This design comes from an exercise in tuning for small area, a short achievable clock period and few clock cycles per item on the open sky130 flow, not from production work.
At most, simulation tests tie the RTL to the original design; equivalence was not proved.
The RTL of run 5 was laid out without a check of its function.
The flow treats the clock pin as an ideal source, which a real chip does not have.
Power and IR drop assume default switching activity.

[flow/config.mk]
export PLATFORM = sky130hd
export DESIGN_NAME = simple_dma
export DESIGN_NICKNAME = simple_dma
export VERILOG_FILES = /design/flow/design.v
export SDC_FILE = /design/flow/constraint.sdc
export NUM_CORES = 4
export LEC_CHECK = 0
export ABC_CLOCK_PERIOD_IN_PS = 2000
export CAP_MARGIN = 20
export CORE_MARGIN = 2
export CORE_UTILIZATION = 72
export CTS_CLUSTER_DIAMETER = 70
export CTS_CLUSTER_SIZE = 25
export PLACE_DENSITY = 0.8
export SETUP_SLACK_MARGIN = 2.2
export SLEW_MARGIN = 20
[flow/constraint.sdc]
create_clock -name core_clock -period 5.0 [get_ports {Bus2IP_Clk}]
set_input_delay 1.0000 -clock core_clock [delete_from_list [all_inputs] [get_ports {Bus2IP_Clk}]]
set_output_delay 1.0000 -clock core_clock [all_outputs]
set_load 0.01 [all_outputs]
[flow/design.v]
`default_nettype none
package dma_pkg;
  typedef logic [32-1:0] dma_addr_t;
  typedef logic [31:0] dma_len_t;
  typedef logic [4-1:0] dma_ce_t;
  typedef struct packed {
    dma_addr_t src;
    dma_addr_t dst;
    dma_len_t  len;
  } dma_cfg_t;
  typedef enum logic [2:0] {
    SEQ_IDLE,
    SEQ_RD_CHECK,
    SEQ_RD_WAIT,
    SEQ_WR_CHECK,
    SEQ_WR_WAIT
  } seq_state_t;
endpackage
`default_nettype wire
`default_nettype none
package mst_pkg;
  typedef logic [32-1:0] mst_data_t;
  typedef enum logic [1:0] {
    CMD_IDLE,
    CMD_RUN,
    CMD_WAIT,
    CMD_DONE
  } cmd_state_t;
endpackage
`default_nettype wire
`timescale 1ns/1ps
`default_nettype none
module dma_regs
(
  input  wire logic      Bus2IP_Clk,
  input  wire logic      rst,
  input  mst_pkg::mst_data_t      bus2ip_data,
  input  dma_pkg::dma_ce_t        bus2ip_wrce,
  input  dma_pkg::dma_ce_t        bus2ip_rdce,
  input  wire logic      busy,
  output mst_pkg::mst_data_t      ip2bus_data,
  output logic           ip2bus_wrack,
  output logic           ip2bus_rdack,
  output dma_pkg::dma_cfg_t       cfg,
  output logic           key
);
  mst_pkg::mst_data_t wdata;
  assign wdata = rst ? '0 : bus2ip_data;
  always_ff @(posedge Bus2IP_Clk)
  begin
    if (rst || bus2ip_wrce[3])
      cfg.src <= dma_pkg::dma_addr_t'(wdata);
    if (rst || bus2ip_wrce[2])
      cfg.dst <= dma_pkg::dma_addr_t'(wdata);
    if (rst || bus2ip_wrce[1])
      cfg.len <= dma_pkg::dma_len_t'(wdata);
  end
  assign key = bus2ip_wrce[0] && (bus2ip_data == mst_pkg::mst_data_t'(32'h0000_00CC));
  assign ip2bus_data = ({32{bus2ip_rdce[3]}} & mst_pkg::mst_data_t'(cfg.src))
                     | ({32{bus2ip_rdce[2]}} & mst_pkg::mst_data_t'(cfg.dst))
                     | ({32{bus2ip_rdce[1]}} & mst_pkg::mst_data_t'(cfg.len))
                     | {{(32-1){1'b0}}, bus2ip_rdce[0] & busy};
  assign ip2bus_wrack = |bus2ip_wrce;
  assign ip2bus_rdack = |bus2ip_rdce;
endmodule
`default_nettype wire
`timescale 1ns/1ps
`default_nettype none
module simple_dma
(
  input  wire logic      Bus2IP_Clk,
  input  wire logic      rst,
  input  mst_pkg::mst_data_t      bus2ip_data,
  input  dma_pkg::dma_ce_t        bus2ip_wrce,
  input  dma_pkg::dma_ce_t        bus2ip_rdce,
  output mst_pkg::mst_data_t      ip2bus_data,
  output logic           ip2bus_wrack,
  output logic           ip2bus_rdack,
  input  wire logic      bus2ip_mst_cmdack,
  input  wire logic      bus2ip_mst_cmplt,
  input  mst_pkg::mst_data_t      bus2ip_mstrd_d,
  input  wire logic      bus2ip_mstrd_src_rdy_n,
  input  wire logic      bus2ip_mstwr_dst_rdy_n,
  output logic           ip2bus_mstrd_req,
  output logic           ip2bus_mstwr_req,
  output dma_pkg::dma_addr_t      ip2bus_mst_addr,
  output mst_pkg::mst_data_t      ip2bus_mstwr_d
);
  dma_pkg::dma_cfg_t cfg;
  logic     key;
  logic     busy_q;
  logic     rdreq_q;
  logic     wrreq_q;
  dma_pkg::dma_addr_t addr_q;
  dma_pkg::dma_addr_t next_q;
  logic [32-3:0] words_nq;
  logic     part_q;
  mst_pkg::mst_data_t data_q;
  logic     start;
  logic     rd_cmplt;
  logic     wr_cmplt;
  logic     accept;
  logic     none_left;
  dma_regs u_regs (
    .Bus2IP_Clk(Bus2IP_Clk), .rst(rst),
    .bus2ip_data(bus2ip_data), .bus2ip_wrce(bus2ip_wrce), .bus2ip_rdce(bus2ip_rdce),
    .busy(busy_q), .ip2bus_data(ip2bus_data),
    .ip2bus_wrack(ip2bus_wrack), .ip2bus_rdack(ip2bus_rdack),
    .cfg(cfg), .key(key)
  );
  assign start     = key && !busy_q && (cfg.len != '0);
  assign rd_cmplt  = !bus2ip_mstrd_src_rdy_n;
  assign wr_cmplt  = !bus2ip_mstwr_dst_rdy_n;
  assign accept    = bus2ip_mst_cmdack || bus2ip_mst_cmplt;
  assign none_left = (&words_nq) && !part_q;
  always_ff @(posedge Bus2IP_Clk)
  begin
    if (rst)
    begin
      busy_q  <= 1'b0;
      rdreq_q <= 1'b0;
      wrreq_q <= 1'b0;
    end
    else
    begin
      busy_q  <= start || (busy_q && !(wr_cmplt && none_left));
      rdreq_q <= start || (rdreq_q && !accept) || (busy_q && wr_cmplt && !none_left);
      wrreq_q <= (wrreq_q && !accept) || (busy_q && rd_cmplt);
    end
  end
  logic                   words_dec;
  logic [32-3:0] words_carry;
  assign words_dec = busy_q && rd_cmplt && !part_q;
  always_comb
  begin
    words_carry[0] = words_dec;
    for (int i = 1; i < 32-2; i++)
      words_carry[i] = words_carry[i-1] && words_nq[i-1];
  end
  always_ff @(posedge Bus2IP_Clk)
  begin
    for (int i = 0; i < 32-2; i++)
      if (!busy_q || words_carry[i])
        words_nq[i] <= busy_q ? !words_nq[i] : !cfg.len[i+2];
    if (!busy_q)
      part_q <= |cfg.len[1:0];
    else if (rd_cmplt)
      part_q <= 1'b0;
  end
  logic     addr_load;
  logic     addr_step;
  logic     addr_hold;
  assign addr_load = !busy_q;
  assign addr_step = busy_q && bus2ip_mst_cmplt;
  assign addr_hold = busy_q && !bus2ip_mst_cmplt;
  always_ff @(posedge Bus2IP_Clk)
  begin
    addr_q <= ({32{addr_load}} & cfg.src)
            | ({32{addr_step}} & next_q)
            | ({32{addr_hold}} & addr_q);
    next_q <= ({32{addr_load}} & cfg.dst)
            | ({32{addr_step}} & (addr_q + dma_pkg::dma_addr_t'(4)))
            | ({32{addr_hold}} & next_q);
  end
  always_ff @(posedge Bus2IP_Clk)
  begin
    if (rd_cmplt)
      data_q <= bus2ip_mstrd_d;
  end
  assign ip2bus_mstrd_req = rdreq_q;
  assign ip2bus_mstwr_req = wrreq_q;
  assign ip2bus_mst_addr  = addr_q;
  assign ip2bus_mstwr_d   = data_q;
endmodule
`default_nettype wire
[flow/flow/run.sh]
#!/bin/bash
# The standard flow (standard.sh) with these changes:
#  - synthesis maps combinational logic with flow/abc_map.script (see flow/synth.tcl);
#  - the port buffers are sky130_fd_sc_hd__buf_1 cells (the standard flow picks delay cells);
#  - a few slow combinational cells are added to the platform's don't-use list,
#    for synthesis and layout alike.
# Registers are mapped exactly as in the standard synthesis.
set -euo pipefail
W=$(pwd)
export BUFFER_PORTS_ARGS="-buffer_cell sky130_fd_sc_hd__buf_1"
export MY_ABC_SCRIPT=$W/flow/abc_map.script
export FLOW_SYNTH_TCL=$W/synth_recipe.tcl
# optional ORFS step hooks: flow/pre_resize.tcl and flow/pre_cts.tcl
if [[ -f $W/flow/pre_resize.tcl ]]; then export PRE_RESIZE_TCL=$W/flow/pre_resize.tcl; fi
if [[ -f $W/flow/pre_cts.tcl ]]; then export PRE_CTS_TCL=$W/flow/pre_cts.tcl; fi
DU="sky130_fd_sc_hd__probe_p_8 sky130_fd_sc_hd__probec_p_8 sky130_fd_sc_hd__lpflow_bleeder_1 sky130_fd_sc_hd__lpflow_clkbufkapwr_1 sky130_fd_sc_hd__lpflow_clkbufkapwr_16 sky130_fd_sc_hd__lpflow_clkbufkapwr_2 sky130_fd_sc_hd__lpflow_clkbufkapwr_4 sky130_fd_sc_hd__lpflow_clkbufkapwr_8 sky130_fd_sc_hd__lpflow_clkinvkapwr_1 sky130_fd_sc_hd__lpflow_clkinvkapwr_16 sky130_fd_sc_hd__lpflow_clkinvkapwr_2 sky130_fd_sc_hd__lpflow_clkinvkapwr_4 sky130_fd_sc_hd__lpflow_clkinvkapwr_8 sky130_fd_sc_hd__lpflow_decapkapwr_12 sky130_fd_sc_hd__lpflow_decapkapwr_3 sky130_fd_sc_hd__lpflow_decapkapwr_4 sky130_fd_sc_hd__lpflow_decapkapwr_6 sky130_fd_sc_hd__lpflow_decapkapwr_8 sky130_fd_sc_hd__lpflow_inputiso0n_1 sky130_fd_sc_hd__lpflow_inputiso0p_1 sky130_fd_sc_hd__lpflow_inputiso1n_1 sky130_fd_sc_hd__lpflow_inputiso1p_1 sky130_fd_sc_hd__lpflow_inputisolatch_1 sky130_fd_sc_hd__lpflow_isobufsrc_1 sky130_fd_sc_hd__lpflow_isobufsrc_16 sky130_fd_sc_hd__lpflow_isobufsrc_2 sky130_fd_sc_hd__lpflow_isobufsrc_4 sky130_fd_sc_hd__lpflow_isobufsrc_8 sky130_fd_sc_hd__lpflow_isobufsrckapwr_16 sky130_fd_sc_hd__lpflow_lsbuf_lh_hl_isowell_tap_1 sky130_fd_sc_hd__lpflow_lsbuf_lh_hl_isowell_tap_2 sky130_fd_sc_hd__lpflow_lsbuf_lh_hl_isowell_tap_4 sky130_fd_sc_hd__lpflow_lsbuf_lh_isowell_4 sky130_fd_sc_hd__lpflow_lsbuf_lh_isowell_tap_1 sky130_fd_sc_hd__lpflow_lsbuf_lh_isowell_tap_2 sky130_fd_sc_hd__lpflow_lsbuf_lh_isowell_tap_4 sky130_fd_sc_hd__a222oi_1 sky130_fd_sc_hd__or4_1 sky130_fd_sc_hd__or4_2 sky130_fd_sc_hd__or4_4 sky130_fd_sc_hd__nor4_1 sky130_fd_sc_hd__nor4_2 sky130_fd_sc_hd__nor4_4"
bash standard.sh "DONT_USE_CELLS=$DU" SYNTH_SCRIPT=$W/flow/synth.tcl synth > synth.log 2>&1
bash standard.sh "DONT_USE_CELLS=$DU" SYNTH_SCRIPT=$W/flow/synth.tcl  finish > layout.log 2>&1
[flow/flow/abc_map.script]
&get -n
&st
&syn2
&dch -f
&nf -R 20
&put
[flow/flow/pre_cts.tcl]
# Hook run by ORFS's CTS step (PRE_CTS_TCL), after placement.
# The port buffer of each register-read select is strong enough to drive the
# select's 32 gates itself, so the buffers placement added behind it go.
set block [ord::get_db_block]
foreach bt [$block getBTerms] {
  if {![string match {bus2ip_rdce*} [$bt getName]]} { continue }
  foreach it [[$bt getNet] getITerms] {
    set pbuf [$it getInst]
    foreach ot [$pbuf getITerms] {
      if {![$ot isOutputSignal]} { continue }
      foreach lt [[$ot getNet] getITerms] {
        set li [$lt getInst]
        if {$li eq $pbuf} { continue }
        set m [[$li getMaster] getName]
        if {[string match {sky130_fd_sc_hd__buf_*} $m] || [string match {sky130_fd_sc_hd__clkbuf_*} $m]} {
          puts "pre_cts: removing [$li getName] ($m) behind [$pbuf getName]"
          remove_buffers [$li getName]
        }
      }
    }
  }
}
[flow/flow/pre_resize.tcl]
# Hook run by ORFS's resize step (PRE_RESIZE_TCL), before repair_design.
# Each register-read select drives one gate per data bit, so its port buffer
# is made strong enough to drive them all; the read-data and acknowledge
# outputs get a slightly stronger port buffer than the default.
set block [ord::get_db_block]
foreach bt [$block getBTerms] {
  set name [$bt getName]
  set net [$bt getNet]
  if {$net eq "NULL"} { continue }
  if {[string match {bus2ip_rdce*} $name]} {
    foreach it [$net getITerms] {
      set inst [[$it getInst] getName]
      puts "size_io: $inst -> sky130_fd_sc_hd__buf_16"
      replace_cell $inst sky130_fd_sc_hd__buf_16
    }
  } elseif {[string match {ip2bus_data*} $name] || $name eq "ip2bus_wrack" || $name eq "ip2bus_rdack"} {
    foreach it [$net getITerms] {
      if {[$it isOutputSignal]} {
        set inst [[$it getInst] getName]
        puts "size_io: $inst -> sky130_fd_sc_hd__buf_2"
        replace_cell $inst sky130_fd_sc_hd__buf_2
      }
    }
  }
}
[flow/flow/synth.tcl]
# The standard flow's synthesis script (synth_recipe.tcl) unchanged, except that the
# combinational mapping calls ABC with flow/abc_map.script instead of ORFS's
# abc_speed.script. Registers are mapped before ABC runs, so they come out
# exactly as in the standard synthesis.
proc abc {args} {
  set i [lsearch -exact $args -script]
  if {$i >= 0 && [string match *abc_speed* [lindex $args [expr {$i+1}]]]} {
    lset args [expr {$i+1}] $::env(MY_ABC_SCRIPT)
  }
  puts "abc wrapper: $args"
  yosys abc {*}$args
}
source $::env(FLOW_SYNTH_TCL)
[flow/standard.sh]
#!/bin/bash
# synth_recipe.tcl (not shown) runs the flow's synth.tcl, then flattens the netlist and writes it again
# the make line also repeats each setting of config.mk as NAME=value (left out here)
make -C /OpenROAD-flow-scripts/flow DESIGN_CONFIG=/design/flow/config.mk WORK_HOME=/design/flow/orfs CLKGATE_MAP_FILE= SYNTH_SCRIPT=/design/flow/synth_recipe.tcl "${@:-finish}"
==> results of run 1 <==
final timing paths:
| kind | startpoint | end | slack [ns] | depth (start not counted) |
|---|---|---|---|---|
| min | u_regs.cfg[42] | next_q[10] | 0.48 | 1 |
| min reg2reg | u_regs.cfg[42] | next_q[10] | 0.48 | 1 |
| max | part_q | words_nq[28] | 2.29 | 8 |
| max reg2reg | part_q | words_nq[28] | 2.29 | 8 |
sequential cells by signal (all words and copies together), names as in the netlist:
name and cells:
u_regs.cfg 96, addr_q 32, data_q 32, next_q 32, words_nq 30, busy_q 1
part_q 1, rdreq_q 1, wrreq_q 1
cell families (layout without fill, tap and decap cells):
| family | count (synthesis) | after routing | share of synthesized area |
|---|---|---|---|
| AOI/OAI and AO/OA | 154 | 154 | 0.113 |
| muxes | 29 | 29 | 0.0319 |
| buffers and inverters | 7 | 225 | 0.00289 |
| adders and majority gates | 1 | 1 | 0.00137 |
| xor gates and xnor gates | 24 | 24 | 0.0231 |
| DFF | 226 | 226 | 0.672 |
| and+or+nand+nor | 312 | 312 | 0.156 |
metrics by stage:
step / cells / hold slack, ns / util / power, uW
finish: 1143 / 0.484 / 0.859 / 3800
detailed placement: 1118 / 0.468 / 0.822 / 2710
global placement: 1118 / 0.449 / 0.811 / 2660
floorplan: 753 / 0.444 / - / 2510
global route: 1143 / 0.509 / 0.859 / 3900
CTS: 1140 / 0.488 / 0.855 / 3780
cell usage in the layout (no fill, tap or decap), types with 6 or more instances in the layout:
| cell type | n |
|---|---|
| nor3_1 | 9 |
| nand3_1 | 17 |
| and4_1 | 6 |
| dfxtp_1 | 66 |
| a221o_1 | 8 |
| buf_2 | 34 |
| clkinv_1 | 6 |
| nor2b_1 | 34 |
| o21a_1 | 9 |
| clkbuf_1 | 6 |
| edfxtp_1 | 159 |
| buf_1 | 138 |
| nand4_1 | 14 |
| o21ai_0 | 30 |
| a22oi_1 | 49 |
| and2_0 | 6 |
| nor2_1 | 114 |
| mux2i_1 | 29 |
| clkbuf_16 | 13 |
| xor2_1 | 22 |
| nand2_1 | 95 |
| buf_4 | 18 |
| o22ai_1 | 36 |
| a21oi_1 | 9 |
power by group through the flow:
stage               Clock [uW]  Sequential (uW)  Combinational, uW
global route              1160             2330                414
CTS                       1100             2300                374
finish                    1110             2310                381
floorplan                    0             2330                176
global placement             0             2330                333
detailed placement           0             2350                367
final cells by class:
type | instances | area [um2] | share of cell area
Sequential cell | 226 | 6120 | 0.571
Multi-Input combinational cell | 520 | 2990 | 0.279
Timing Repair Buffer | 196 | 966 | 0.0902
Clock buffer | 19 | 348 | 0.0325
Tap cell | 172 | 215 | 0.0201
Clock inverter | 3 | 43.8 | 0.00409
Inverter | 7 | 31.3 | 0.00292
metal layers:
| layer | vias up | track usage |
|---|---|---|
| met5 | - | 0 |
| met4 | 0 | 0.144 |
| met3 | 92 | 0.0576 |
| met2 | 483 | 0.619 |
| met1 | 3522 | 0.444 |
| li1 | 3241 | - |
critical path, delay by kind of cell, from the launching register on:
family	cells	cell delay [ns]
compound gates	1	0.17
flops	1	0.40
simple gates	7	1.86
timing repair:
| item | CTS | global route |
|---|---|---|
| gates resized for setup | 2 | 6 |
| buffers inserted | 3 | 2 |
| pin swaps | 2 | 2 |
| gates cloned | 0 | 0 |
| endpoints found under the setup margin | 6 | 4 |
==> impl_metrics.env, run 1 <==
export IMPL_status="timing/DRC/antenna clean"
export IMPL_fillers=679
export IMPL_io_buffers=177
export IMPL_start_util=0.730
export IMPL_pwr_share_seq=0.608
export IMPL_max_vdd_ir_drop_v=0.000384
export IMPL_num_io_pins=178
export IMPL_wl_met2_um=12600
export IMPL_synth_edf_count=159
export IMPL_leakage_uw=0.00389
export IMPL_worstPathCellList="nand4b_1, nor4b_4, nand4_1, nor2_2, and4_4, nand3_1, or4b_4, o21ai_1"
export IMPL_async_flop_share=0
export IMPL_drcViolationCount=0
export IMPL_viasPerCell=6.42
export IMPL_switching_share=0.251
export IMPL_power_density_nw_per_um2=355
export IMPL_hp_class="reg -> reg"
export IMPL_p_int_uw=2850
export IMPL_synth_seq_cells=226
export IMPL_synth_most_common_cell="edfxtp_1"
export IMPL_combPwrFrac=0.100
export IMPL_grt_max_degree=53
export IMPL_drv_slew=0
export IMPL_worstSetupStartpointType="flop"
export IMPL_synth_top_area_share=0.524
export IMPL_cts_sinks=226
export IMPL_track_usage=0.354
export IMPL_core_area_um2=12500
export IMPL_drt_pass1_iter_count=6
export IMPL_power_switching_uw=952
export IMPL_maxSlewHeadroom=0.368
export IMPL_worst_setup_path_type="reg -> reg"
export IMPL_wl_met3_um=2290
export IMPL_rows=41
export IMPL_yosysSeqAreaShare=0.672
export IMPL_crit_required_ns=5.19
export IMPL_worstPathArrival_ns=2.90
export IMPL_n_antenna_cell=0
export IMPL_overflow=0
export IMPL_die_y_um=116
export IMPL_setup_tns_final_ns=0
export IMPL_place_congestion=0.864
export IMPL_crit_fanout=4
export IMPL_fmax_ghz=0.369
export IMPL_wire_per_inst_um=21.5
export IMPL_grt_pass1_wl_um=36500
export IMPL_ant_nets=0
export IMPL_period_share=0.542
export IMPL_avgSynthCellArea_um2=12.1
export IMPL_fin_area_um2=10700
export IMPL_cpPeakStageDelay_ns=0.55
export IMPL_synth_common_cells="159 x edfxtp_1, 115 x nor2_1, 95 x nand2_1"
export IMPL_syn_to_final_growth_pct=17.6
export IMPL_dp_hpwl_um=16300
export IMPL_netlist_area_um2=9100
export IMPL_maxCapViolCount=0
export IMPL_placed_cell_area_um2=10300
export IMPL_yosys_most_used_dff="edfxtp_1"
export IMPL_clk_pin_slew_ns=0.10
export IMPL_ys_warn_count=2
export IMPL_antenna_found_initial=0
export IMPL_drt_iter0_drc=889
export IMPL_rsz0062_at_grt="false"
export IMPL_yosysTopAreaCell="edfxtp_1"
export IMPL_die_w_um=116
export IMPL_synth_cells=753
export IMPL_holdBufCountCts=0
export IMPL_fin_crit_ns=2.71
export IMPL_routed_top_layer="met4"
export IMPL_clockPowerShare=0.292
export IMPL_routed_wl_um=24600
export IMPL_hold_viol=0
export IMPL_fin_worst_skew_ns=0.0289
export IMPL_dieArea_um2=13600
export IMPL_tightest_slew_ns=0.948
export IMPL_post_place_ws_ns=1.78
export IMPL_clk_latency_ns=0.48
export IMPL_numCtsBuffers=13
export IMPL_synthesis_nets=832
export IMPL_fin_nets=1043
export IMPL_cp_end_kind="flop"
export IMPL_synthTopCellsByArea="edfxtp_1 52%, dfxtp_1 15%, nor2_1 4.7%"
export IMPL_synth_distinct_cells=33
export IMPL_grt_pass1_vias=7074
export IMPL_crit_path_top_delay_cell="or4b_4"
export IMPL_timing_final_ws_setup_ns=2.29
export IMPL_cts_tree="yes"
export IMPL_dr_total_vias=7338
export IMPL_drive_above_1_share=0.0824
export IMPL_setup_viol=0
export IMPL_m1WireLength_um=8790
Testbench counts, summed over its fixed seeds: cycles 59,953, words 6,547.
==> run 2: changes to the inputs <==
--- a/flow/config.mk
+++ b/flow/config.mk
@@ -12,5 +12,5 @@
 export CTS_CLUSTER_DIAMETER = 70
 export CTS_CLUSTER_SIZE = 25
 export PLACE_DENSITY = 0.8
-export SETUP_SLACK_MARGIN = 2.2
+export SETUP_SLACK_MARGIN = 2.35
 export SLEW_MARGIN = 20
==> run 2 against run 1 <==
Against the previous run:
- still clean
- non-clock buffer count increased by 2
- final cell count about the same
- register-to-register slack about the same
- count of clock-buffer cells in the layout unchanged
- area after synthesis unchanged
- clock skew increased by 0.00064 ns
- critical path type unchanged
==> impl_metrics.env, run 2 <==
export IMPL_grt_pass1_vias=7001
export IMPL_routed_wl_um=24300
export IMPL_post_place_ws_ns=1.91
export IMPL_largest_reg_flops=96
export IMPL_core_area_um2=12500
export IMPL_synth_most_common_cell="edfxtp_1"
export IMPL_synth_seq_cells=226
export IMPL_p_int_uw=2850
export IMPL_worst_setup_path_type="reg -> reg"
export IMPL_setup_viol=0
export IMPL_ys_warn_count=2
export IMPL_die_y_um=116
export IMPL_track_usage=0.347
export IMPL_grt_max_degree=45
export IMPL_whs_ns=0.487
export IMPL_synth_distinct_cells=33
export IMPL_fmax_ghz=0.368
export IMPL_viasPerCell=6.42
export IMPL_power_switching_uw=936
export IMPL_final_cell_mix="159 x edfxtp_1, 138 x buf_1, 114 x nor2_1"
export IMPL_hold_viol=0
export IMPL_period_share=0.543
export IMPL_pwr_share_seq=0.612
export IMPL_setup_tns_final_ns=0
export IMPL_synthTopCellsByArea="edfxtp_1 52%, dfxtp_1 15%, nor2_1 4.7%"
export IMPL_crit_required_ns=5.20
export IMPL_synth_cells=753
export IMPL_fin_worst_skew_ns=0.0296
export IMPL_clockPowerShare=0.288
export IMPL_synthesis_nets=832
export IMPL_clk_pin_slew_ns=0.10
export IMPL_status="timing/DRC/antenna clean"
export IMPL_final_core_util=0.865
export IMPL_fillers=643
export IMPL_crit_fanout=4
export IMPL_netlist_area_um2=9100
export IMPL_antenna_found_initial=0
export IMPL_maxSlewHeadroom=0.351
export IMPL_synth_common_cells="159 x edfxtp_1, 115 x nor2_1, 95 x nand2_1"
export IMPL_synth_edf_count=159
export IMPL_place_congestion=0.868
export IMPL_yosys_most_used_dff="edfxtp_1"
export IMPL_dp_hpwl_um=15600
export IMPL_drt_iter0_drc=989
export IMPL_async_flop_share=0
export IMPL_hp_class="reg -> reg"
export IMPL_worstSetupStartpointType="flop"
export IMPL_rows=41
export IMPL_grt_pass1_wl_um=35300
export IMPL_overflow=0
export IMPL_final_common_cell="edfxtp_1"
export IMPL_clk_latency_ns=0.48
export IMPL_maxCapViolCount=0
export IMPL_tightest_slew_ns=0.973
export IMPL_io_buffers=177
export IMPL_cp_end_kind="flop"
export IMPL_yosysSeqAreaShare=0.672
export IMPL_timing_final_ws_setup_ns=2.28
export IMPL_numCtsBuffers=13
export IMPL_yosysTopAreaCell="edfxtp_1"
export IMPL_drcViolationCount=0
export IMPL_leakage_uw=0.00390
export IMPL_avgSynthCellArea_um2=12.1
export IMPL_rsz0062_at_grt="true"
export IMPL_worstPathCellList="nand4b_1, nor4b_4, nand4_1, nor2_2, and4_4, nand3_2, or4b_4, o21ai_2"
export IMPL_regMostFlops="u_regs.cfg"
export IMPL_num_io_pins=178
export IMPL_dr_total_vias=7349
export IMPL_dieArea_um2=13600
export IMPL_fin_nets=1045
export IMPL_combPwrFrac=0.100
export IMPL_fin_crit_ns=2.72
export IMPL_ant_nets=0
export IMPL_wire_per_inst_um=21.2
export IMPL_cpPeakStageDelay_ns=0.58
export IMPL_switching_share=0.247
export IMPL_power_density_nw_per_um2=351
export IMPL_cts_tree="yes"
export IMPL_drv_slew=0
export IMPL_synth_top_area_share=0.524
export IMPL_drive_above_1_share=0.0947
export IMPL_start_util=0.730
export IMPL_worstPathArrival_ns=2.91
export IMPL_n_antenna_cell=0
export IMPL_crit_path_top_delay_cell="or4b_4"
export IMPL_die_w_um=116
export IMPL_drt_pass1_iter_count=5
export IMPL_cts_sinks=226
export IMPL_syn_to_final_growth_pct=18.4
export IMPL_max_vdd_ir_drop_v=0.000491
==> run 2: changes by cell type in the layout (fill, tap and decap cells not counted), sizes merged <==
cell    before  now
buf        195  197
clkinv       9    8
==> run 2: cell families after synthesis <==
| kind of cell | after synthesis | synth area share |
|---|---|---|
| xor gates and xnor gates | 24 | 0.0231 |
| muxes | 29 | 0.0319 |
| AOI/OAI and AO/OA | 154 | 0.113 |
| DFF | 226 | 0.672 |
| and+or+nand+nor | 312 | 0.156 |
| buffers and inverters | 7 | 0.00289 |
| adders and majority gates | 1 | 0.00137 |
==> run 2: final cells by class <==
class | count | area, um2 | share of cell area
inverters | 7 | 38.8 | 0.00360
clock inverters | 2 | 28.8 | 0.00267
multi-input cells | 520 | 3030 | 0.281
well taps | 172 | 215 | 0.0200
clock buffers | 19 | 348 | 0.0323
repair buffers | 198 | 1000 | 0.0928
flip-flops and latches | 226 | 6120 | 0.567
==> run 2: through the flow <==
stage / std cells / total power [uW] / instance area (um2)
2_1_floorplan: 753 / 2510 / 9120
3_3_place_gp: 1116 / 2660 / 10100
3_5_place_dp: 1116 / 2710 / 10200
4_1_cts: 1139 / 3760 / 10700
5_1_grt: 1144 / 3890 / 10800
6_report: 1144 / 3780 / 10800
==> run 2: final timing paths <==
path	start	end	slack (ns)	cells past startpoint
hold reg to reg	u_regs.cfg[40]	next_q[8]	0.49	1
setup reg to reg	part_q	words_nq[27]	2.28	8
setup / recovery	part_q	words_nq[27]	2.28	8
hold / removal	u_regs.cfg[40]	next_q[8]	0.49	1
==> run 2: timing repair <==
item                                    in CTS  in global routing
resized for setup                            7                 12
buffers inserted                             5                  4
endpoints found under the setup margin      10                 27
hold buffers                                 0                  0
pin swaps                                    4                  8
==> run 2: routing by layer <==
layer  part of all wire  GRT usage  up-vias
met5                  0          0        -
met4              0.034      0.163        0
met3              0.094     0.0405       72
met2               0.52      0.618      511
met1               0.35      0.426     3518
li1                   -          -     3248
==> run 2: worst max-delay path: cells and delay by family, from the launching register on <==
family,cells,cell delay [ns]
and+or+nand+nor,7,1.86
DFF,1,0.41
AOI/OAI and AO/OA,1,0.17
==> run 2: power by group through the flow <==
stage	clock [uW]	sequential [uW]	combinational (uW)
floorplan	0	2330	176
global placement	0	2330	330
detailed placement	0	2340	362
CTS	1090	2300	367
global route	1150	2330	414
finish	1090	2310	378
==> run 3: changes to the inputs <==
==> flow/flow/run.sh (replaced) <==
#!/bin/bash
# The standard flow (standard.sh) with these changes:
#  - synthesis maps combinational logic with flow/abc_map.script (see flow/synth.tcl);
#  - the port buffers are sky130_fd_sc_hd__buf_1 cells (the standard flow picks delay cells);
#  - a few slow combinational cells are added to the platform's don't-use list,
#    for synthesis and layout alike.
# Registers are mapped exactly as in the standard synthesis.
set -euo pipefail
W=$(pwd)
export BUFFER_PORTS_ARGS="-buffer_cell sky130_fd_sc_hd__buf_1"
export MY_ABC_SCRIPT=$W/flow/abc_map.script
export FLOW_SYNTH_TCL=$W/synth_recipe.tcl
# optional ORFS step hooks: flow/pre_resize.tcl and flow/pre_cts.tcl
if [[ -f $W/flow/pre_resize.tcl ]]; then export PRE_RESIZE_TCL=$W/flow/pre_resize.tcl; fi
if [[ -f $W/flow/pre_cts.tcl ]]; then export PRE_CTS_TCL=$W/flow/pre_cts.tcl; fi
DU="sky130_fd_sc_hd__probe_p_8 sky130_fd_sc_hd__probec_p_8 sky130_fd_sc_hd__lpflow_bleeder_1 sky130_fd_sc_hd__lpflow_clkbufkapwr_1 sky130_fd_sc_hd__lpflow_clkbufkapwr_16 sky130_fd_sc_hd__lpflow_clkbufkapwr_2 sky130_fd_sc_hd__lpflow_clkbufkapwr_4 sky130_fd_sc_hd__lpflow_clkbufkapwr_8 sky130_fd_sc_hd__lpflow_clkinvkapwr_1 sky130_fd_sc_hd__lpflow_clkinvkapwr_16 sky130_fd_sc_hd__lpflow_clkinvkapwr_2 sky130_fd_sc_hd__lpflow_clkinvkapwr_4 sky130_fd_sc_hd__lpflow_clkinvkapwr_8 sky130_fd_sc_hd__lpflow_decapkapwr_12 sky130_fd_sc_hd__lpflow_decapkapwr_3 sky130_fd_sc_hd__lpflow_decapkapwr_4 sky130_fd_sc_hd__lpflow_decapkapwr_6 sky130_fd_sc_hd__lpflow_decapkapwr_8 sky130_fd_sc_hd__lpflow_inputiso0n_1 sky130_fd_sc_hd__lpflow_inputiso0p_1 sky130_fd_sc_hd__lpflow_inputiso1n_1 sky130_fd_sc_hd__lpflow_inputiso1p_1 sky130_fd_sc_hd__lpflow_inputisolatch_1 sky130_fd_sc_hd__lpflow_isobufsrc_1 sky130_fd_sc_hd__lpflow_isobufsrc_16 sky130_fd_sc_hd__lpflow_isobufsrc_2 sky130_fd_sc_hd__lpflow_isobufsrc_4 sky130_fd_sc_hd__lpflow_isobufsrc_8 sky130_fd_sc_hd__lpflow_isobufsrckapwr_16 sky130_fd_sc_hd__lpflow_lsbuf_lh_hl_isowell_tap_1 sky130_fd_sc_hd__lpflow_lsbuf_lh_hl_isowell_tap_2 sky130_fd_sc_hd__lpflow_lsbuf_lh_hl_isowell_tap_4 sky130_fd_sc_hd__lpflow_lsbuf_lh_isowell_4 sky130_fd_sc_hd__lpflow_lsbuf_lh_isowell_tap_1 sky130_fd_sc_hd__lpflow_lsbuf_lh_isowell_tap_2 sky130_fd_sc_hd__lpflow_lsbuf_lh_isowell_tap_4 sky130_fd_sc_hd__a222oi_1 sky130_fd_sc_hd__or4_1 sky130_fd_sc_hd__or4_2 sky130_fd_sc_hd__or4_4 sky130_fd_sc_hd__nor4_1 sky130_fd_sc_hd__nor4_2 sky130_fd_sc_hd__nor4_4 sky130_fd_sc_hd__or4b_1 sky130_fd_sc_hd__or4b_2 sky130_fd_sc_hd__or4b_4 sky130_fd_sc_hd__or4bb_1 sky130_fd_sc_hd__or4bb_2 sky130_fd_sc_hd__or4bb_4 sky130_fd_sc_hd__nor4b_1 sky130_fd_sc_hd__nor4b_2 sky130_fd_sc_hd__nor4b_4 sky130_fd_sc_hd__nor4bb_1 sky130_fd_sc_hd__nor4bb_2 sky130_fd_sc_hd__nor4bb_4"
bash standard.sh "DONT_USE_CELLS=$DU" SYNTH_SCRIPT=$W/flow/synth.tcl synth > synth.log 2>&1
bash standard.sh "DONT_USE_CELLS=$DU" SYNTH_SCRIPT=$W/flow/synth.tcl  finish > layout.log 2>&1
--- a/flow/config.mk
+++ b/flow/config.mk
@@ -12,5 +12,5 @@
 export CTS_CLUSTER_DIAMETER = 70
 export CTS_CLUSTER_SIZE = 25
 export PLACE_DENSITY = 0.8
-export SETUP_SLACK_MARGIN = 2.35
+export SETUP_SLACK_MARGIN = 2.4
 export SLEW_MARGIN = 20
==> run 3 against run 2 <==
Against the previous run:
- still clean
- via count increased by 0.72%
- critical path depth fell by 4
- non-clock buffer count down 4
- fmax increased by 3.3%
- total power increased by 0.32%
- wire length up 4.9%
- clock skew down 0.015 ns
- register-to-register slack improved by 0.17 ns
- worst hold slack worse by 0.0018 ns
- critical path type is now reg -> out
- largest power group unchanged
- highest routed layer unchanged
==> impl_metrics.env, run 3 <==
export IMPL_yosys_most_used_dff="edfxtp_1"
export IMPL_grt_max_degree=59
export IMPL_grt_pass1_wl_um=36300
export IMPL_synth_distinct_cells=32
export IMPL_setup_viol=0
export IMPL_maxCapViolCount=0
export IMPL_synthesis_nets=827
export IMPL_drv_slew=0
export IMPL_timing_final_ws_setup_ns=2.37
export IMPL_grt_pass1_vias=6938
export IMPL_drt_iter0_drc=952
export IMPL_viasPerCell=6.52
export IMPL_rows=41
export IMPL_max_vdd_ir_drop_v=0.000384
export IMPL_fmax_ghz=0.381
export IMPL_yosysTopAreaCell="edfxtp_1"
export IMPL_synth_seq_cells=226
export IMPL_leakage_uw=0.00393
export IMPL_whs_ns=0.485
export IMPL_reg2reg_slack_ns=2.45
export IMPL_cts_sinks=226
export IMPL_n_antenna_cell=0
export IMPL_synth_common_cells="159 x edfxtp_1, 115 x nor2_1, 96 x nand2_1"
export IMPL_dr_total_vias=7402
export IMPL_dieArea_um2=13500
export IMPL_worstSetupStartpointType="flop"
export IMPL_cp_startpoint="busy_q"
export IMPL_cts_tree="yes"
export IMPL_crit_required_ns=4.00
export IMPL_synth_cells=748
export IMPL_io_buffers=177
export IMPL_place_congestion=0.846
export IMPL_synthTopCellsByArea="edfxtp_1 53%, dfxtp_1 15%, nor2_1 4.7%"
export IMPL_cp_end_kind="output port"
export IMPL_fin_nets=1036
export IMPL_syn_to_final_growth_pct=19.5
export IMPL_avgSynthCellArea_um2=12.2
export IMPL_die_w_um=116
export IMPL_final_cell_mix="159 x edfxtp_1, 138 x buf_1, 114 x nor2_1"
export IMPL_track_usage=0.350
export IMPL_status="timing/DRC/antenna clean"
export IMPL_fin_worst_skew_ns=0.0150
export IMPL_setup_tns_final_ns=0
export IMPL_maxSlewHeadroom=0.414
export IMPL_routed_wl_um=25500
export IMPL_period_share=0.526
export IMPL_antenna_found_initial=0
export IMPL_dp_cells=1110
export IMPL_wire_per_inst_um=22.4
export IMPL_overflow=0
export IMPL_core_area_um2=12500
export IMPL_hold_viol=0
export IMPL_worst_setup_path_type="reg -> out"
export IMPL_start_util=0.729
export IMPL_clk_latency_ns=0.47
export IMPL_power_density_nw_per_um2=349
export IMPL_largest_reg_flops=96
export IMPL_dp_hpwl_um=15600
export IMPL_die_y_um=116
export IMPL_drive_above_1_share=0.107
export IMPL_regMostFlops="u_regs.cfg"
export IMPL_netlist_area_um2=9090
export IMPL_fin_total_pwr_uw=3790
export IMPL_final_cells=1135
export IMPL_ys_warn_count=2
export IMPL_synth_most_common_cell="edfxtp_1"
export IMPL_reg2reg_from="part_q"
export IMPL_drcViolationCount=0
export IMPL_worstPathArrival_ns=1.63
export IMPL_final_common_cell="edfxtp_1"
export IMPL_clk_pin_slew_ns=0.09
export IMPL_synth_edf_count=159
export IMPL_ant_nets=0
export IMPL_tightest_slew_ns=0.880
export IMPL_fin_crit_ns=2.63
export IMPL_numCtsBuffers=13
export IMPL_yosysSeqAreaShare=0.673
export IMPL_rsz0062_at_grt="true"
export IMPL_post_place_ws_ns=1.81
export IMPL_async_flop_share=0
export IMPL_synth_top_area_share=0.525
export IMPL_drt_pass1_iter_count=6
export IMPL_num_io_pins=178
export IMPL_fillers=622
export IMPL_hp_class="reg -> reg"
export IMPL_hp_start="next_q[15]"
export IMPL_crit_fanout=44
## run 3: changes by cell type after synthesis, moves of 2 or more
cell,before,now
clkinv_1,7,3
and3_1,4,6
a21o_1,3,5
and4_1,7,9
a21oi_1,9,7
nor4b_1,2,0
o21ai_0,33,30
## run 3: final timing paths
kind | endpoint | cells after the start
worst max register to register | words_nq[29] | 8
worst min register to register | next_q[15] | 2
worst min-delay path | next_q[15] | 2
worst max-delay path | ip2bus_data[0] | 4
## run 3: metrics by stage
stage	utilization	area [um2]
floorplan	-	9110
global placement	0.809	10100
detailed placement	0.820	10200
CTS	0.852	10600
global route	0.871	10900
finish	0.871	10900
## run 3: cell families after synthesis
family / after synthesis / share of synthesized area
fa+ha+maj: 1 / 0.00138
buf+inv: 3 / 0.00124
simple gates: 311 / 0.155
flops: 226 / 0.673
xor+xnor: 24 / 0.0231
mux: 29 / 0.0319
compound gates: 154 / 0.114
## run 3: area by class of cell
cell class | instances | area [um2] | area share
Clock buffer | 17 | 340 | 0.0313
Clock inverter | 4 | 31.3 | 0.00288
Inverter | 3 | 23.8 | 0.00219
Multi-Input combinational cell | 519 | 3080 | 0.283
Sequential cell | 226 | 6120 | 0.564
Tap cell | 172 | 215 | 0.0198
Timing Repair Buffer | 194 | 1050 | 0.0968
## run 3: repair_timing
| item | CTS | global route |
|---|---|---|
| hold buffers | 0 | 0 |
| gates resized for setup | 5 | 26 |
| cloned | 0 | 5 |
| buffers inserted | 2 | 0 |
| pin swaps | 0 | 4 |
| endpoints found under the setup margin | 87 | 52 |
## run 3: metal layers
layer / GRT usage / vias to the layer above / part of all wire
li1: - / 3224 / -
met1: 0.477 / 3549 / 0.37
met2: 0.577 / 549 / 0.48
met3: 0.0618 / 80 / 0.11
met4: 0.126 / 0 / 0.034
met5: 0 / - / 0
## run 3: power breakdown
part / switching, uW / total, uW / internal [uW]
Sequential: 131 / 2310 / 2180
Clock: 589 / 1080 / 494
Combinational: 228 / 396 / 169
Total: 947 / 3790 / 2850
## run 3: worst max-delay path, stage by stage, from the launching register on
cell and delay, ns:
dfxtp_4 0.56, buf_12 0.29, a22oi_1 0.10, nand2_1 0.07, buf_2 0.13
==> run 4: changes to the inputs <==
--- a/flow/config.mk
+++ b/flow/config.mk
@@ -12,5 +12,5 @@
 export CTS_CLUSTER_DIAMETER = 70
 export CTS_CLUSTER_SIZE = 25
 export PLACE_DENSITY = 0.8
-export SETUP_SLACK_MARGIN = 2.4
+export SETUP_SLACK_MARGIN = 2.3
 export SLEW_MARGIN = 20
==> run 4 against run 3 <==
Against the previous run:
- still clean on timing, DRC and antenna
- flip-flop and latch count is the same
- first-iteration DRC count shrank 6.3%
- final cell count shrank 0.53%
- critical endpoint is now ip2bus_data[30]
==> impl_metrics.env, run 4 <==
export IMPL_worstSetupStartpointType="input pin"
export IMPL_maxSlewHeadroom=0.389
export IMPL_worstPathCellList="buf_16, a22oi_1, nand2_1, buf_2"
export IMPL_core_area_um2=12500
export IMPL_drcViolationCount=0
export IMPL_grt_pass1_vias=6865
export IMPL_clk_pin_slew_ns=0.10
export IMPL_syn_to_final_growth_pct=17.3
export IMPL_fin_nets=1030
export IMPL_wl_met2_um=11700
export IMPL_routed_top_layer="met4"
export IMPL_io_buffers=177
export IMPL_grt_max_degree=60
export IMPL_setup_viol=0
export IMPL_numCtsBuffers=13
export IMPL_cp_end_kind="output port"
export IMPL_track_usage=0.342
export IMPL_worstPathBufferInverterCount=2
export IMPL_leakage_uw=0.00388
export IMPL_largest_reg_flops=96
export IMPL_overflow=0
export IMPL_drt_iter0_drc=892
export IMPL_dieArea_um2=13500
export IMPL_m1WireLength_um=8580
export IMPL_rsz0062_at_grt="true"
export IMPL_fin_worst_skew_ns=0.0214
export IMPL_die_y_um=116
export IMPL_place_congestion=0.829
export IMPL_yosysTopAreaCell="edfxtp_1"
export IMPL_ys_warn_count=2
export IMPL_antenna_found_initial=0
export IMPL_worstPathArrival_ns=1.68
export IMPL_die_w_um=116
export IMPL_dr_total_vias=7195
export IMPL_netlist_area_um2=9090
export IMPL_viasPerCell=6.37
export IMPL_crit_fanout=33
export IMPL_ant_nets=0
export IMPL_crit_family="buffers and inverters"
export IMPL_async_flop_share=0
export IMPL_worst_setup_path_type="in -> out"
export IMPL_cts_tree="yes"
export IMPL_wl_met3_um=2660
export IMPL_period_share=0.536
export IMPL_final_cell_mix="159 x edfxtp_1, 138 x buf_1, 113 x nor2_1"
export IMPL_wire_per_inst_um=20.9
export IMPL_tightest_slew_ns=0.916
export IMPL_synth_common_cells="159 x edfxtp_1, 115 x nor2_1, 96 x nand2_1"
export IMPL_synth_cells=748
export IMPL_synthTopCellsByArea="edfxtp_1 53%, dfxtp_1 15%, nor2_1 4.7%"
export IMPL_crit_required_ns=4.00
export IMPL_num_io_pins=178
export IMPL_power_density_nw_per_um2=356
export IMPL_fmax_ghz=0.373
export IMPL_routed_wl_um=23600
export IMPL_hold_viol=0
export IMPL_yosys_most_used_dff="edfxtp_1"
export IMPL_cpPeakStageDelay_ns=0.24
export IMPL_drv_slew=0
export IMPL_final_common_cell="edfxtp_1"
export IMPL_fin_crit_ns=2.68
export IMPL_synth_seq_cells=226
export IMPL_fin_total_pwr_uw=3800
export IMPL_hp_class="reg -> reg"
export IMPL_maxCapViolCount=0
export IMPL_dp_hpwl_um=15300
export IMPL_avgSynthCellArea_um2=12.2
export IMPL_synth_edf_count=159
export IMPL_drive_above_1_share=0.0784
export IMPL_regMostFlops="u_regs.cfg"
export IMPL_cts_sinks=226
export IMPL_yosysSeqAreaShare=0.673
export IMPL_max_vdd_ir_drop_v=0.000393
export IMPL_crit_path_top_delay_cell="a22oi_1"
export IMPL_synth_most_common_cell="edfxtp_1"
export IMPL_start_util=0.729
export IMPL_setup_tns_final_ns=0
export IMPL_status="timing/DRC/antenna clean"
export IMPL_synth_top_area_share=0.525
export IMPL_synth_distinct_cells=32
export IMPL_grt_pass1_wl_um=35200
export IMPL_synthesis_nets=827
export IMPL_drt_pass1_iter_count=5
export IMPL_clk_latency_ns=0.47
export IMPL_rows=41
export IMPL_n_antenna_cell=0
[run 4: layer usage]
layer  GRT usage  vias to the layer above
met5           0                        -
met4       0.133                        0
met3      0.0643                       78
met2       0.571                      525
met1       0.453                     3372
li1            -                     3220
[run 4: area by class of cell]
type | count | area, um2
fill | 657 | 1800
clock buffer | 18 | 344
clock inverter | 3 | 53.8
tap | 172 | 215
multi-input combinational | 519 | 3000
inverter | 3 | 16.3
sequential | 226 | 6120
timing repair buffer | 188 | 918
[run 4: worst paths after layout]
check / from / endpoint / slack [ns] / cells after the start
worst max register to register: part_q / words_nq[29] / 2.39 / 8
worst max-delay path: bus2ip_rdce[3] / ip2bus_data[30] / 2.32 / 4
worst min-delay path: u_regs.cfg[38] / next_q[6] / 0.48 / 1
worst min register to register: u_regs.cfg[38] / next_q[6] / 0.48 / 1
[run 4: cell families (layout without fill, tap and decap cells)]
family,count (synthesis),count (layout),synth area share
flip-flops,226,226,0.673
multiplexers,29,29,0.0319
AO/OA/AOI/OAI,154,154,0.114
XOR/XNOR,24,24,0.0231
buffers and inverters,3,212,0.00124
adder cells (fa/ha/maj),1,1,0.00138
AND/OR/NAND/NOR,311,311,0.155
[run 4: where the power goes]
| group | switching, uW | internal, uW |
|---|---|---|
| clock network | 577 | 548 |
| registers | 124 | 2180 |
| logic | 216 | 154 |
[run 4: through the flow]
step | util | hold slack (ns) | area [um2] | cells | setup slack (ns)
after detailed placement | 0.820 | 0.463 | 10200 | 1109 | 1.80
after CTS | 0.853 | 0.486 | 10600 | 1129 | 2.30
after floorplan | - | 0.444 | 9100 | 748 | 2.30
final | 0.855 | 0.481 | 10700 | 1129 | 2.32
after global placement | 0.808 | 0.459 | 10100 | 1109 | 1.91
after global routing | 0.855 | 0.503 | 10700 | 1129 | 2.23
[run 4: what timing repair did]
item | 4_1_cts | 5_1_grt
setup endpoints to repair | 59 | 28
hold buffers | 0 | 0
gates resized for setup | 3 | 6
setup buffers | 2 | 0
==> run 5: changes to the inputs <==
--- a/flow/design.v
+++ b/flow/design.v
@@ -89,6 +89,7 @@
   dma_pkg::dma_cfg_t cfg;
   logic     key;
   logic     busy_q;
+  logic     status_q;
   logic     rdreq_q;
   logic     wrreq_q;
   dma_pkg::dma_addr_t addr_q;
@@ -104,7 +105,7 @@
   dma_regs u_regs (
     .Bus2IP_Clk(Bus2IP_Clk), .rst(rst),
     .bus2ip_data(bus2ip_data), .bus2ip_wrce(bus2ip_wrce), .bus2ip_rdce(bus2ip_rdce),
-    .busy(busy_q), .ip2bus_data(ip2bus_data),
+    .busy(status_q), .ip2bus_data(ip2bus_data),
     .ip2bus_wrack(ip2bus_wrack), .ip2bus_rdack(ip2bus_rdack),
     .cfg(cfg), .key(key)
   );
@@ -118,12 +119,14 @@
     if (rst)
     begin
       busy_q  <= 1'b0;
+      status_q <= 1'b0;
       rdreq_q <= 1'b0;
       wrreq_q <= 1'b0;
     end
     else
     begin
       busy_q  <= start || (busy_q && !(wr_cmplt && none_left));
+      status_q <= start || (status_q && !(wr_cmplt && none_left));
       rdreq_q <= start || (rdreq_q && !accept) || (busy_q && wr_cmplt && !none_left);
       wrreq_q <= (wrreq_q && !accept) || (busy_q && rd_cmplt);
     end
--- a/flow/config.mk
+++ b/flow/config.mk
@@ -12,5 +12,5 @@
 export CTS_CLUSTER_DIAMETER = 70
 export CTS_CLUSTER_SIZE = 25
 export PLACE_DENSITY = 0.8
-export SETUP_SLACK_MARGIN = 2.3
+export SETUP_SLACK_MARGIN = 2.35
 export SLEW_MARGIN = 20
==> run 5 against run 4 <==
Against the previous run:
- first-iteration DRC count up 0.34%
- clock power down 4%
- wire length up 3.1%
- sequential power about the same
- register-to-register slack worse by 0.04 ns
- global-route usage up 0.59 points
- critical path type is now reg -> reg
- critical endpoint is now words_nq[28]
==> impl_metrics.env, run 5 <==
export IMPL_hold_viol=0
export IMPL_ys_warn_count=2
export IMPL_fillers=664
export IMPL_place_congestion=0.856
export IMPL_worstSetupStartpointType="flop"
export IMPL_clk_latency_ns=0.47
export IMPL_io_buffers=177
export IMPL_worst_setup_path_type="reg -> reg"
export IMPL_placed_cell_area_um2=10300
export IMPL_synth_most_common_cell="edfxtp_1"
export IMPL_regMostFlops="u_regs.cfg"
export IMPL_worstPathArrival_ns=2.82
export IMPL_reg2reg_from="part_q"
export IMPL_crit_family="simple AND/OR/NAND/NOR gates"
export IMPL_crit_required_ns=5.17
export IMPL_grt_max_degree=51
export IMPL_n_antenna_cell=0
export IMPL_cts_tree="yes"
export IMPL_num_io_pins=178
export IMPL_fin_area_um2=10700
export IMPL_synth_common_cells="159 x edfxtp_1, 115 x nor2_1, 98 x nand2_1"
export IMPL_leakage_uw=0.00388
export IMPL_worstPathBufferInverterCount=0
export IMPL_drt_iter0_drc=895
export IMPL_cts_sinks=227
export IMPL_grt_pass1_vias=7158
export IMPL_setup_tns_final_ns=0
export IMPL_power_switching_uw=930
export IMPL_ant_nets=0
export IMPL_period_share=0.529
export IMPL_drv_slew=0
export IMPL_dieArea_um2=13600
export IMPL_core_area_um2=12500
export IMPL_final_cell_mix="159 x edfxtp_1, 138 x buf_1, 114 x nor2_1"
export IMPL_synth_distinct_cells=32
export IMPL_synth_cells=758
export IMPL_viasPerCell=6.46
export IMPL_whs_ns=0.489
export IMPL_maxCapViolCount=0
export IMPL_clk_pin_slew_ns=0.10
export IMPL_yosysTopAreaCell="edfxtp_1"
export IMPL_drcViolationCount=0
export IMPL_whs_path_depth=1
export IMPL_overflow=0
export IMPL_worstPathCellList="and4b_1, and4_1, nand4_1, and4bb_2, nand4_1, nor2_1, nand2_1, o21ai_0"
export IMPL_synth_edf_count=159
export IMPL_cpMostUsedCell="nand4_1"
export IMPL_rsz0062_at_grt="true"
export IMPL_largest_reg_flops=96
export IMPL_post_place_ws_ns=1.84
export IMPL_die_w_um=117
export IMPL_yosysSeqAreaShare=0.670
export IMPL_drive_above_1_share=0.0875
export IMPL_worst_r2r_path_depth=8
export IMPL_fmax_ghz=0.378
export IMPL_numCtsBuffers=13
export IMPL_synth_top_area_share=0.522
export IMPL_antenna_found_initial=0
export IMPL_setup_viol=0
export IMPL_yosys_most_used_dff="edfxtp_1"
export IMPL_wire_per_inst_um=21.3
export IMPL_die_y_um=117
export IMPL_cp_end_kind="flop"
export IMPL_start_util=0.731
export IMPL_dp_hpwl_um=15500
export IMPL_cpPeakStageDelay_ns=0.39
export IMPL_synth_seq_cells=227
export IMPL_synthesis_nets=837
export IMPL_power_density_nw_per_um2=351
export IMPL_status="timing/DRC/antenna clean"
export IMPL_holdBufCountCts=0
export IMPL_fin_crit_ns=2.65
export IMPL_reg2reg_slack_ns=2.35
export IMPL_syn_to_final_growth_pct=17.3
export IMPL_final_common_cell="edfxtp_1"
export IMPL_hp_start="u_regs.cfg[38]"
export IMPL_crit_path_top_delay_cell="edfxtp_1"
export IMPL_pwr_share_seq=0.615
export IMPL_switching_share=0.247
export IMPL_netlist_area_um2=9150
export IMPL_timing_final_ws_setup_ns=2.35
export IMPL_p_int_uw=2840
export IMPL_maxSlewHeadroom=0.273
export IMPL_synthTopCellsByArea="edfxtp_1 52%, dfxtp_1 15%, nor2_1 4.7%"
export IMPL_track_usage=0.348
export IMPL_fin_total_pwr_uw=3770
export IMPL_avgSynthCellArea_um2=12.1
export IMPL_hp_class="reg -> reg"
export IMPL_tightest_slew_ns=1.09
export IMPL_routed_wl_um=24300
export IMPL_rows=41
export IMPL_min_to="next_q[6]"
export IMPL_fin_nets=1044
export IMPL_async_flop_share=0
export IMPL_combPwrFrac=0.099
export IMPL_clockPowerShare=0.285
export IMPL_crit_fanout=5
export IMPL_drt_pass1_iter_count=5
export IMPL_grt_pass1_wl_um=36100
export IMPL_dr_total_vias=7385
export IMPL_fin_worst_skew_ns=0.0156
export IMPL_reg2reg_to="words_nq[28]"
export IMPL_max_vdd_ir_drop_v=0.000306
[run 5: cell count changes after synthesis, moves of 3 or more]
cell,delta
o41ai_1,+3
nand3_1,+5
o31ai_1,-3
clkinv_1,+3
[run 5: power by group through the flow]
stage | registers (uW) | logic [uW] | clock network (uW)
2_1_floorplan | 2340 | 175 | 0
3_3_place_gp | 2340 | 331 | 0
3_5_place_dp | 2350 | 363 | 0
4_1_cts | 2310 | 366 | 1070
5_1_grt | 2340 | 410 | 1140
6_report | 2320 | 375 | 1080
[run 5: how the worst max path moves through the flow]
| stage | startpoint | to | slack (ns) | cells after the start |
|---|---|---|---|---|
| final | part_q | words_nq[28] | 2.35 | 8 |
| after global routing | part_q | words_nq[29] | 2.25 | 8 |
| after CTS | bus2ip_rdce[2] | ip2bus_data[11] | 2.36 | 4 |
| after detailed placement | rst | u_regs.cfg[69] | 1.84 | 3 |
| after global placement | rst | u_regs.cfg[69] | 1.91 | 3 |
| after floorplan | bus2ip_wrce[1] | u_regs.cfg[0] | 2.39 | 1 |
[run 5: timing repair]
item / 4_1_cts / 5_1_grt
pin swaps: 0 / 3
cloned: 0 / 1
endpoints found under the setup margin: 17 / 32
setup buffers: 0 / 2
gates resized for setup: 2 / 9
[run 5: cell type report]
type | count | area, um2 | share of cell area
clock buffer | 16 | 337 | 0.0314
clock inverter | 5 | 33.8 | 0.00315
inverter | 6 | 27.5 | 0.00257
multi-input combinational | 525 | 3030 | 0.283
sequential | 227 | 6140 | 0.572
tap | 172 | 215 | 0.0201
timing repair buffer | 192 | 946 | 0.0881
[run 5: logic make-up after synthesis]
group	share of synthesized area
flip-flops	0.670
AND/OR/NAND/NOR	0.158
buffers and inverters	0.00246
XOR/XNOR	0.0230
multiplexers	0.0317
adder cells (fa/ha/maj)	0.00137
AO/OA/AOI/OAI	0.113
[run 5: through the flow]
stage / instances / utilization
after floorplan: 758 / -
final: 1143 / 0.857
after CTS: 1140 / 0.851
after detailed placement: 1122 / 0.822
after global routing: 1143 / 0.857
after global placement: 1122 / 0.811
[run 5: per-layer routing]
layer,share of wire,wire length (um),track usage
met5,0,0,0
met4,0.035,840,0.156
met3,0.11,2690,0.0618
met2,0.50,12100,0.589
met1,0.36,8750,0.444
==> run 6: changes to the inputs <==
--- a/flow/design.v
+++ b/flow/design.v
@@ -113,7 +113,7 @@
   assign rd_cmplt  = !bus2ip_mstrd_src_rdy_n;
   assign wr_cmplt  = !bus2ip_mstwr_dst_rdy_n;
   assign accept    = bus2ip_mst_cmdack || bus2ip_mst_cmplt;
-  assign none_left = (&words_nq) && !part_q;
+  assign none_left = words_low_q[3] && (&words_nq[32-3:24]) && !part_q;
   always_ff @(posedge Bus2IP_Clk)
   begin
     if (rst)
@@ -134,11 +134,23 @@
   logic                   words_dec;
   logic [32-3:0] words_carry;
   assign words_dec = busy_q && rd_cmplt && !part_q;
+  logic [3:1] words_low_q;
+  always_ff @(posedge Bus2IP_Clk)
+  begin
+    words_low_q[1] <= &words_nq[7:0];
+    words_low_q[2] <= &words_nq[15:0];
+    words_low_q[3] <= &words_nq[23:0];
+  end
   always_comb
   begin
-    words_carry[0] = words_dec;
-    for (int i = 1; i < 32-2; i++)
-      words_carry[i] = words_carry[i-1] && words_nq[i-1];
+    for (int i = 0; i < 32-2; i++)
+    begin
+      words_carry[i] = words_dec;
+      if (i >= 8)
+        words_carry[i] = words_carry[i] && words_low_q[i/8];
+      for (int k = 8*(i/8); k < i; k++)
+        words_carry[i] = words_carry[i] && words_nq[k];
+    end
   end
   always_ff @(posedge Bus2IP_Clk)
   begin
==> run 6 against run 5 <==
Against the previous run:
- sequential power is essentially flat
- critical path depth shrank 4
- total power grew 0.67%
- cell area grew 0.22%
- area after synthesis grew 0.53%
- fmax shrank 0.59%
- clock skew grew 0.00067 ns
- worst hold slack lost 0.032 ns
- via count shrank 0.96%
- count of clock-buffer cells in the layout grew 1
- critical path type is now in -> out
- critical endpoint is now ip2bus_data[27]
==> impl_metrics.env, run 6 <==
export IMPL_avgSynthCellArea_um2=12.1
export IMPL_synth_fa_ha_area_frac=0.00136
export IMPL_track_usage=0.347
export IMPL_whs_ns=0.457
export IMPL_drt_iter0_drc=997
export IMPL_rsz0062_at_grt="true"
export IMPL_regMostFlops="u_regs.cfg"
export IMPL_maxSlewHeadroom=0.426
export IMPL_synth_edf_count=159
export IMPL_cpPeakStageDelay_ns=0.19
export IMPL_drive_above_1_share=0.0835
export IMPL_dieArea_um2=13700
export IMPL_numCtsBuffers=13
export IMPL_cts_setup_buffers=0
export IMPL_synthXorXnorAreaFrac=0.0190
export IMPL_drcViolationCount=0
export IMPL_synth_simple_area_share=0.153
export IMPL_crit_family="buffers and inverters"
export IMPL_cp_end_kind="output port"
export IMPL_yosys_most_used_dff="edfxtp_1"
export IMPL_largest_reg_flops=96
export IMPL_core_area_um2=12600
export IMPL_die_w_um=117
export IMPL_crit_path_top_delay_cell="a22oi_2"
export IMPL_setup_tns_final_ns=0
export IMPL_dr_total_vias=7314
export IMPL_die_y_um=117
export IMPL_fin_crit_ns=2.66
export IMPL_syn_to_final_growth_pct=16.9
export IMPL_hold_viol=0
export IMPL_synth_common_cells="159 x edfxtp_1, 110 x nor2_1, 102 x nand2_1"
export IMPL_drv_slew=0
export IMPL_synthTopCellsByArea="edfxtp_1 52%, dfxtp_1 15%, nor2_1 4.5%"
export IMPL_worstPathBufferInverterCount=2
export IMPL_synth_top_family_by_area="simple AND/OR/NAND/NOR gates"
export IMPL_io_buffers=177
export IMPL_fin_worst_skew_ns=0.0163
export IMPL_final_core_util=0.856
export IMPL_fmax_ghz=0.376
export IMPL_regArea_um2=6200
export IMPL_ys_warn_count=2
export IMPL_place_congestion=0.883
export IMPL_fin_nets=1043
export IMPL_worstPathCellList="buf_16, a22oi_2, nand2_1, buf_2"
export IMPL_reg2reg_slack_ns=2.46
export IMPL_grt_pass1_vias=7045
export IMPL_clk_latency_ns=0.47
export IMPL_cts_tree="yes"
export IMPL_wire_per_inst_um=21.1
export IMPL_synth_top_area_share=0.519
export IMPL_netlist_area_um2=9200
export IMPL_setup_viol=0
export IMPL_worst_setup_path_type="in -> out"
export IMPL_num_io_pins=178
export IMPL_leakage_uw=0.00394
export IMPL_fillers=663
export IMPL_synth_seq_cells=230
export IMPL_rows=41
export IMPL_drt_pass1_iter_count=6
export IMPL_final_common_cell="edfxtp_1"
export IMPL_worstPathArrival_ns=1.66
export IMPL_grt_max_degree=79
export IMPL_synthesis_nets=839
export IMPL_tightest_slew_ns=0.861
export IMPL_synth_most_common_cell="edfxtp_1"
export IMPL_clk_pin_slew_ns=0.09
export IMPL_multi_input_area_um2=3020
export IMPL_n_antenna_cell=0
export IMPL_crit_fanout=33
export IMPL_async_flop_share=0
export IMPL_cts_sinks=230
export IMPL_synth_mux_area_frac=0.0326
export IMPL_start_util=0.732
export IMPL_fin_total_pwr_uw=3790
export IMPL_crit_required_ns=4.00
export IMPL_final_cell_mix="159 x edfxtp_1, 139 x buf_1, 109 x nor2_1"
export IMPL_viasPerCell=6.40
export IMPL_holdBufCountCts=0
export IMPL_max_vdd_ir_drop_v=0.000351
export IMPL_maxCapViolCount=0
export IMPL_status="timing/DRC/antenna clean"
export IMPL_antenna_found_initial=0
export IMPL_period_share=0.532
export IMPL_power_density_nw_per_um2=353
export IMPL_synth_cells=760
export IMPL_dp_hpwl_um=15700
export IMPL_grt_pass1_wl_um=36200
export IMPL_synth_compound_area_frac=0.118
export IMPL_hp_class="reg -> reg"
export IMPL_yosysSeqAreaShare=0.673
export IMPL_synth_distinct_cells=31
export IMPL_routed_wl_um=24100
export IMPL_worstSetupStartpointType="input pin"
export IMPL_ant_nets=0
export IMPL_yosysTopAreaCell="edfxtp_1"
export IMPL_overflow=0
==> run 6: area by class of cell <==
| type | count | share of cell area |
|---|---|---|
| tap | 172 | 0.0200 |
| multi-input combinational | 525 | 0.281 |
| sequential | 230 | 0.576 |
| clock buffer | 17 | 0.0326 |
| clock inverter | 4 | 0.00256 |
| inverter | 5 | 0.00186 |
| timing repair buffer | 189 | 0.0855 |
==> run 6: metal layers <==
layer  track usage  up-vias  share of wire
li1              -     3266              -
met1         0.464     3470           0.36
met2         0.591      531           0.50
met3        0.0577       47           0.11
met4         0.110        0          0.021
met5             0        -              0
==> run 6: path summary, 6_finish.rpt <==
kind	start	to	cells after the start
setup / recovery	bus2ip_rdce[1]	ip2bus_data[27]	4
hold / removal	wrreq_q	wrreq_q	2
setup reg to reg	busy_q	addr_q[4]	5
hold reg to reg	wrreq_q	wrreq_q	2
==> run 6: metrics by stage <==
stage | instance area [um2] | instances | setup slack (ns)
5_1_grt | 10800 | 1142 | 2.34
3_3_place_gp | 10200 | 1123 | 1.99
3_5_place_dp | 10300 | 1123 | 1.87
4_1_cts | 10700 | 1141 | 2.35
6_report | 10800 | 1142 | 2.34
2_1_floorplan | 9210 | 760 | 2.39
==> run 6: cell families after synthesis <==
logic type	after synthesis
multiplexers	30
buffers and inverters	5
adder cells (fa/ha/maj)	1
AO/OA/AOI/OAI	163
XOR/XNOR	20
AND/OR/NAND/NOR	311
flip-flops	230
==> run 6: report_power, final <==
group / switching (uW) / leakage, uW / internal [uW]
registers: 128 / 0.00224 / 2210
logic: 219 / 0.00152 / 158
clock network: 571 / 0.000187 / 504
total: 918 / 0.00394 / 2880
==> run 6: tightest hold or removal path, delay by kind of cell, from the launching register on <==
kind | cells | cell delay, ns
DFF | 1 | 0.32
and+or+nand+nor | 1 | 0.05
AOI/OAI and AO/OA | 1 | 0.05
==> run 6: repair_timing <==
action	4_1_cts	5_1_grt
resized for setup	4	7
cloned	0	1
setup endpoints to repair	5	38
pin swaps	0	2
Testbench counts of run 6, summed over its fixed seeds: cycles 59,953, words 6,547.

[static timing again, ports no longer ideal]
The results above use ideal ports. As a check the final layouts listed here were re-extracted and re-timed, cells and wires unchanged.
Step 1 (the two cells are an assumption about what drives the block):
set clk [get_ports {Bus2IP_Clk}]
set_driving_cell -lib_cell sky130_fd_sc_hd__clkbuf_16 $clk
set_driving_cell -lib_cell sky130_fd_sc_hd__buf_2 [delete_from_list [all_inputs] $clk]
Step 2 adds t to the input delays and takes it off the output delays; t is the mean of the earliest and latest rising clock arrival at the registers after step 1. Input paths then give back, and output paths get back, about the clock's delay inside the block.
a / b / c = ideal ports / drivers / drivers and shift; a / b = the first two.
run | shift t [ns] | slack for setup (ns) | worst hold slack (ns) | latest minus earliest clock arrival (ns) | worst slew at a driven data input, ns
run 1 | 0.504 | 2.288 / 2.240 / 1.987 | 0.484 / 0.484 / 0.484 | 0.029 / 0.029 | 0.09
run 2 | 0.503 | 2.285 / 2.285 / 1.933 | 0.487 / 0.487 / 0.487 | 0.029 / 0.030 | 0.10
run 3 | 0.504 | 2.372 / 2.193 / 1.929 | 0.485 / 0.485 / 0.485 | 0.016 / 0.016 | 0.29
run 4 | 0.501 | 2.322 / 2.262 / 2.008 | 0.481 / 0.481 / 0.481 | 0.022 / 0.022 | 0.09
run 5 | 0.504 | 2.354 / 2.278 / 2.055 | 0.489 / 0.489 / 0.489 | 0.017 / 0.017 | 0.19
run 6 | 0.502 | 2.338 / 2.249 / 2.097 | 0.457 / 0.457 / 0.457 | 0.017 / 0.016 | 0.18
After both steps every run listed still meets setup and hold. For run 3, which loses most, drivers alone change the setup slack by -0.179 ns; drivers and shift together by -0.443 ns.
